This is an optimization exercise on Yosys and OpenROAD, whose aim is small area, a short achievable clock period and few clock cycles per item, not a production implementation.
No activity file was given, so power comes from the tool's default toggle rates.

==> flow/design.v <==
`timescale 1ns / 1ps
`default_nettype none
package plid_pkg;
  localparam int CAPACITY = 16;
  localparam int DATA_W   = 32;
  localparam int POS_W    = 5;
  localparam int OCNT_W   = 5;
  localparam int SLOT_W   = $clog2(CAPACITY);
  localparam int CNT_W    = $clog2(CAPACITY + 1);
  localparam logic [1:0] CMD_APPEND = 2'd0;
  localparam logic [1:0] CMD_INSERT = 2'd1;
  localparam logic [1:0] CMD_DELETE = 2'd2;
  localparam logic [1:0] CMD_DUMP   = 2'd3;
  localparam logic [1:0] STAT_OK    = 2'd0;
  localparam logic [1:0] STAT_FULL  = 2'd1;
  localparam logic [1:0] STAT_RANGE = 2'd2;
  typedef struct packed {
    logic [1:0]               cmd;
    logic signed [DATA_W-1:0] elem_value;
    logic [POS_W-1:0]         position;
  } plid_in_t;
  typedef struct packed {
    logic [1:0]               status;
    logic signed [DATA_W-1:0] elem_out;
    logic [OCNT_W-1:0]        count_now;
    logic                     last;
  } plid_out_t;
endpackage
`default_nettype wire
`timescale 1ns / 1ps
`default_nettype none
module plid_cell (
  input  wire logic                               clk,
  input  wire logic                               we,
  input  wire logic signed [plid_pkg::DATA_W-1:0] wdata,
  output logic signed [plid_pkg::DATA_W-1:0]      q
);
  logic signed [plid_pkg::DATA_W-1:0] val_r;
  always_ff @(posedge clk) begin
    if (we) val_r <= wdata;
  end
  assign q = val_r;
endmodule
`default_nettype wire
`timescale 1ns / 1ps
`default_nettype none
module positional_list_insert_delete_unit (
  input  wire logic               clk,
  input  wire logic               rst_n,
  input  wire logic               in_valid,
  output logic                    in_ready,
  input  wire logic [38:0]        in_data,
  output logic                    out_valid,
  input  wire logic               out_ready,
  output logic [39:0]             out_data
);
  localparam int N  = plid_pkg::CAPACITY;
  localparam int SW = plid_pkg::SLOT_W;
  localparam int CW = plid_pkg::CNT_W;
  localparam int OW = plid_pkg::OCNT_W;
  plid_pkg::plid_in_t in_pkt;
  assign in_pkt = in_data;
  logic [CW-1:0]                      cnt_r, cnt_nxt;
  logic [SW-1:0]                      ptr_r [N];
  logic signed [plid_pkg::DATA_W-1:0] mem_q [N];
  logic                               rdy_r;      
  logic                               dmp_r;      
  logic [SW-1:0]                      didx_r;     
  logic [N-1:0]                       rs_oh_r;    
  logic                               sk_v_r;     
  logic [1:0]                         sk_st_r;
  logic [OW-1:0]                      sk_cnt_r;
  logic                               out_valid_r;
  plid_pkg::plid_out_t                out_r;
  logic                slot_free, acc, full, empty;
  logic                is_app, is_ins, is_del, is_dmp, dmp_elems;
  logic                ins_ok, del_ok, pos_le_cnt, pos_lt_cnt;
  logic                ins_do, del_do;
  logic [CW-1:0]       cnt_inc, cnt_dec;
  logic [N-1:0]        ins_gt, ins_eq, del_ge;
  logic [1:0]          stat;
  logic [CW-1:0]       eff_pos;
  logic [SW-1:0]       del_slot, head_nxt;
  logic signed [plid_pkg::DATA_W-1:0] rd_val;
  logic                emit, take_cmd, load_sk, last_emit;
  logic                dmp_nxt, sk_v_nxt;
  always_comb begin
    slot_free  = !out_valid_r || out_ready;
    acc        = in_valid && rdy_r;
    full       = cnt_r[CW-1];
    empty      = cnt_r == '0;
    is_app     = in_pkt.cmd == plid_pkg::CMD_APPEND;
    is_ins     = in_pkt.cmd == plid_pkg::CMD_INSERT;
    is_del     = in_pkt.cmd == plid_pkg::CMD_DELETE;
    is_dmp     = in_pkt.cmd == plid_pkg::CMD_DUMP;
    pos_le_cnt = in_pkt.position <= cnt_r;
    pos_lt_cnt = in_pkt.position < cnt_r;
    ins_ok     = acc && !full && (is_app || (is_ins && pos_le_cnt));
    del_ok     = acc && is_del && pos_lt_cnt;
    ins_do     = acc && !full && (is_app || is_ins);
    del_do     = acc && is_del;
    eff_pos    = is_app ? cnt_r : in_pkt.position;
    for (int i = 0; i < N; i++) begin
      ins_gt[i] = CW'(i) > eff_pos;
      ins_eq[i] = CW'(i) == eff_pos;
      del_ge[i] = plid_pkg::POS_W'(i) >= in_pkt.position;
    end
    del_slot   = ptr_r[in_pkt.position[SW-1:0]];
    stat = plid_pkg::STAT_OK;
    if (is_app || is_ins) begin
      if (full) stat = plid_pkg::STAT_FULL;
      else if (!is_app && !pos_le_cnt) stat = plid_pkg::STAT_RANGE;
    end else if (is_del) begin
      if (!pos_lt_cnt) stat = plid_pkg::STAT_RANGE;
    end else begin
      if (empty) stat = plid_pkg::STAT_RANGE;
    end
    cnt_inc = cnt_r + 1'b1;
    cnt_dec = cnt_r - 1'b1;
    cnt_nxt = ins_ok ? cnt_inc : del_ok ? cnt_dec : cnt_r;
    dmp_elems = is_dmp && !empty;
    rd_val    = '0;
    for (int i = 0; i < N; i++) rd_val |= {plid_pkg::DATA_W{rs_oh_r[i]}} & mem_q[i];
    head_nxt  = ptr_r[0];
    if (ins_do && ins_eq[0]) head_nxt = ptr_r[N-1];
    else if (del_do && del_ge[0]) head_nxt = ptr_r[1];
    last_emit = CW'(didx_r) + 1'b1 == cnt_r;
    emit      = slot_free && dmp_r;
    take_cmd  = slot_free && acc;
    load_sk   = !slot_free && acc && !dmp_elems;
    sk_v_nxt  = (sk_v_r && !slot_free) || load_sk;
    dmp_nxt   = (dmp_r && !(emit && last_emit)) ||
                (acc && dmp_elems && (!slot_free || cnt_r != CW'(1)));
  end
  always_ff @(posedge clk) begin
    if (!rst_n) begin
      cnt_r       <= '0;
      dmp_r       <= 1'b0;
      sk_v_r      <= 1'b0;
      rdy_r       <= 1'b1;
      out_valid_r <= 1'b0;
    end else begin
      cnt_r       <= cnt_nxt;
      dmp_r       <= dmp_nxt;
      sk_v_r      <= sk_v_nxt;
      rdy_r       <= !dmp_nxt && !sk_v_nxt;
      out_valid_r <= !slot_free || sk_v_r || dmp_r || acc;
    end
  end
  always_ff @(posedge clk) begin
    if (load_sk) begin
      sk_st_r  <= stat;
      sk_cnt_r <= OW'(cnt_nxt);
    end
  end
  always_ff @(posedge clk) begin
    if (slot_free) begin
      if (sk_v_r) begin
        out_r.status    <= sk_st_r;
        out_r.elem_out  <= '0;
        out_r.count_now <= sk_cnt_r;
        out_r.last      <= 1'b1;
      end else if (dmp_r) begin
        out_r.status    <= plid_pkg::STAT_OK;
        out_r.elem_out  <= rd_val;
        out_r.count_now <= OW'(cnt_r);
        out_r.last      <= last_emit;
      end else if (acc) begin
        out_r.status    <= stat;
        out_r.elem_out  <= dmp_elems ? rd_val : '0;
        out_r.count_now <= OW'(cnt_nxt);
        out_r.last      <= !dmp_elems || cnt_r == CW'(1);
      end
    end
  end
  always_ff @(posedge clk) begin
    if (emit) begin
      didx_r <= didx_r + 1'b1;
    end else if (acc) begin
      didx_r <= slot_free ? SW'(1) : SW'(0);
    end
  end
  always_ff @(posedge clk) begin
    if (!rst_n) begin
      rs_oh_r <= N'(1);
    end else if (emit) begin
      rs_oh_r <= last_emit ? N'(1) << ptr_r[0] : N'(1) << ptr_r[didx_r + 1'b1];
    end else if (acc) begin
      if (dmp_elems) begin
        if (slot_free && cnt_r != CW'(1)) rs_oh_r <= N'(1) << ptr_r[1];
      end else begin
        rs_oh_r <= N'(1) << head_nxt;
      end
    end
  end
  always_ff @(posedge clk) begin
    for (int i = 0; i < N; i++) begin
      if (!rst_n) begin
        ptr_r[i] <= SW'(i);
      end else if (ins_do) begin
        if (ins_gt[i]) ptr_r[i] <= ptr_r[(i + N - 1) % N];
        else if (ins_eq[i]) ptr_r[i] <= ptr_r[N-1];
      end else if (del_do) begin
        if (del_ge[i]) ptr_r[i] <= (i == N - 1) ? del_slot : ptr_r[(i + 1) % N];
      end
    end
  end
  for (genvar g = 0; g < N; g++) begin : g_slot
    plid_cell u_cell (
      .clk   (clk),
      .we    (!full && ptr_r[N-1] == SW'(g)),
      .wdata (in_pkt.elem_value),
      .q     (mem_q[g])
    );
  end
  assign in_ready  = rdy_r;
  assign out_valid = out_valid_r;
  assign out_data  = out_r;
endmodule
`default_nettype wire
Settings: LEC_CHECK=0, CAP_MARGIN=20, CORE_MARGIN=2, CORE_UTILIZATION=40, SETUP_SLACK_MARGIN=2.2, SLEW_MARGIN=20; clock period 4.2 ns.
run.sh (not shown) runs the stock make flow with config.mk's settings and CLKGATE_MAP_FILE= SYNTH_SCRIPT=/design/flow/synth_recipe.tcl, a recipe that flattens the netlist after the stock synthesis.
Next try:
--- a/flow/design.v
+++ b/flow/design.v
@@ -73,12 +73,10 @@
   logic                               out_valid_r;
   plid_pkg::plid_out_t                out_r;
   logic                slot_free, acc, full, empty;
   logic                is_app, is_ins, is_del, is_dmp, dmp_elems;
   logic                ins_ok, del_ok, pos_le_cnt, pos_lt_cnt;
-  logic                ins_do, del_do;
-  logic [CW-1:0]       cnt_inc, cnt_dec;
   logic [N-1:0]        ins_gt, ins_eq, del_ge;
   logic [1:0]          stat;
   logic [CW-1:0]       eff_pos;
   logic [SW-1:0]       del_slot, head_nxt;
   logic signed [plid_pkg::DATA_W-1:0] rd_val;
@@ -95,12 +93,10 @@
     is_dmp     = in_pkt.cmd == plid_pkg::CMD_DUMP;
     pos_le_cnt = in_pkt.position <= cnt_r;
     pos_lt_cnt = in_pkt.position < cnt_r;
     ins_ok     = acc && !full && (is_app || (is_ins && pos_le_cnt));
     del_ok     = acc && is_del && pos_lt_cnt;
-    ins_do     = acc && !full && (is_app || is_ins);
-    del_do     = acc && is_del;
     eff_pos    = is_app ? cnt_r : in_pkt.position;
     for (int i = 0; i < N; i++) begin
       ins_gt[i] = CW'(i) > eff_pos;
       ins_eq[i] = CW'(i) == eff_pos;
       del_ge[i] = plid_pkg::POS_W'(i) >= in_pkt.position;
@@ -113,19 +109,19 @@
     end else if (is_del) begin
       if (!pos_lt_cnt) stat = plid_pkg::STAT_RANGE;
     end else begin
       if (empty) stat = plid_pkg::STAT_RANGE;
     end
-    cnt_inc = cnt_r + 1'b1;
-    cnt_dec = cnt_r - 1'b1;
-    cnt_nxt = ins_ok ? cnt_inc : del_ok ? cnt_dec : cnt_r;
+    cnt_nxt = cnt_r;
+    if (ins_ok) cnt_nxt = cnt_r + 1'b1;
+    if (del_ok) cnt_nxt = cnt_r - 1'b1;
     dmp_elems = is_dmp && !empty;
     rd_val    = '0;
     for (int i = 0; i < N; i++) rd_val |= {plid_pkg::DATA_W{rs_oh_r[i]}} & mem_q[i];
     head_nxt  = ptr_r[0];
-    if (ins_do && ins_eq[0]) head_nxt = ptr_r[N-1];
-    else if (del_do && del_ge[0]) head_nxt = ptr_r[1];
+    if (ins_ok && ins_eq[0]) head_nxt = ptr_r[N-1];
+    else if (del_ok && del_ge[0]) head_nxt = ptr_r[1];
     last_emit = CW'(didx_r) + 1'b1 == cnt_r;
     emit      = slot_free && dmp_r;
     take_cmd  = slot_free && acc;
     load_sk   = !slot_free && acc && !dmp_elems;
     sk_v_nxt  = (sk_v_r && !slot_free) || load_sk;
@@ -195,14 +191,14 @@
   end
   always_ff @(posedge clk) begin
     for (int i = 0; i < N; i++) begin
       if (!rst_n) begin
         ptr_r[i] <= SW'(i);
-      end else if (ins_do) begin
+      end else if (ins_ok) begin
         if (ins_gt[i]) ptr_r[i] <= ptr_r[(i + N - 1) % N];
         else if (ins_eq[i]) ptr_r[i] <= ptr_r[N-1];
-      end else if (del_do) begin
+      end else if (del_ok) begin
         if (del_ge[i]) ptr_r[i] <= (i == N - 1) ? del_slot : ptr_r[(i + 1) % N];
       end
     end
   end
   for (genvar g = 0; g < N; g++) begin : g_slot
Result: Worst setup slack gains 0.099 ns. Cell area drops by 1.5%. Critical path depth came out higher by 4. Count of clock-buffer cells in the layout drops by 2. Maximum frequency climbs by 3.5%. Core utilization fell by 0.15 points. Power drops by 2.3%. Global-route usage drops by 0.36 points. Via count came out lower by 2.9%. Synthesized cell count fell by 1.7%. Cell count went down by 2.4%. Clock skew came out lower by 0.0032 ns. Wire length drops by 3.2%. Area after synthesis decreases by 0.66%.
No run of this note included a check of the RTL's function; only the layout flow was run.

[static timing again, ports no longer ideal]
How much do the figures lean on ideal ports? The routed layouts below were timed once more, with nothing changed but the port constraints. Step 1 (the two cells are an assumption about what drives the block):
set clk [get_ports {clk}]
set_driving_cell -lib_cell sky130_fd_sc_hd__clkbuf_16 $clk
set_driving_cell -lib_cell sky130_fd_sc_hd__buf_2 [delete_from_list [all_inputs] $clk]
Step 2 adds t to the input delays and takes it off the output delays; t is the mean of the earliest and latest rising clock arrival at the registers after step 1. Input paths then give back, and output paths get back, about the clock's delay inside the block. a / b / c = no drivers / after step 1 / after step 2; a / b = the first two.
| run | t (ns) | setup WS [ns] | worst hold slack (ns) | worst setup path at the end | slew at the worst register clock pin (ns) |
|---|---|---|---|---|---|
| the first run | 0.675 | 1.281 / 1.281 / 0.785 | 0.528 / 0.528 / 0.528 | input to register | 0.06 / 0.06 |
| the second run | 0.669 | 1.380 / 1.380 / 0.817 | 0.530 / 0.530 / 0.530 | input to register | 0.06 / 0.06 |
After both steps every run listed still meets setup and hold. For the second run, which loses most, drivers alone change the setup slack by 0.000 ns; drivers and shift together by -0.563 ns.
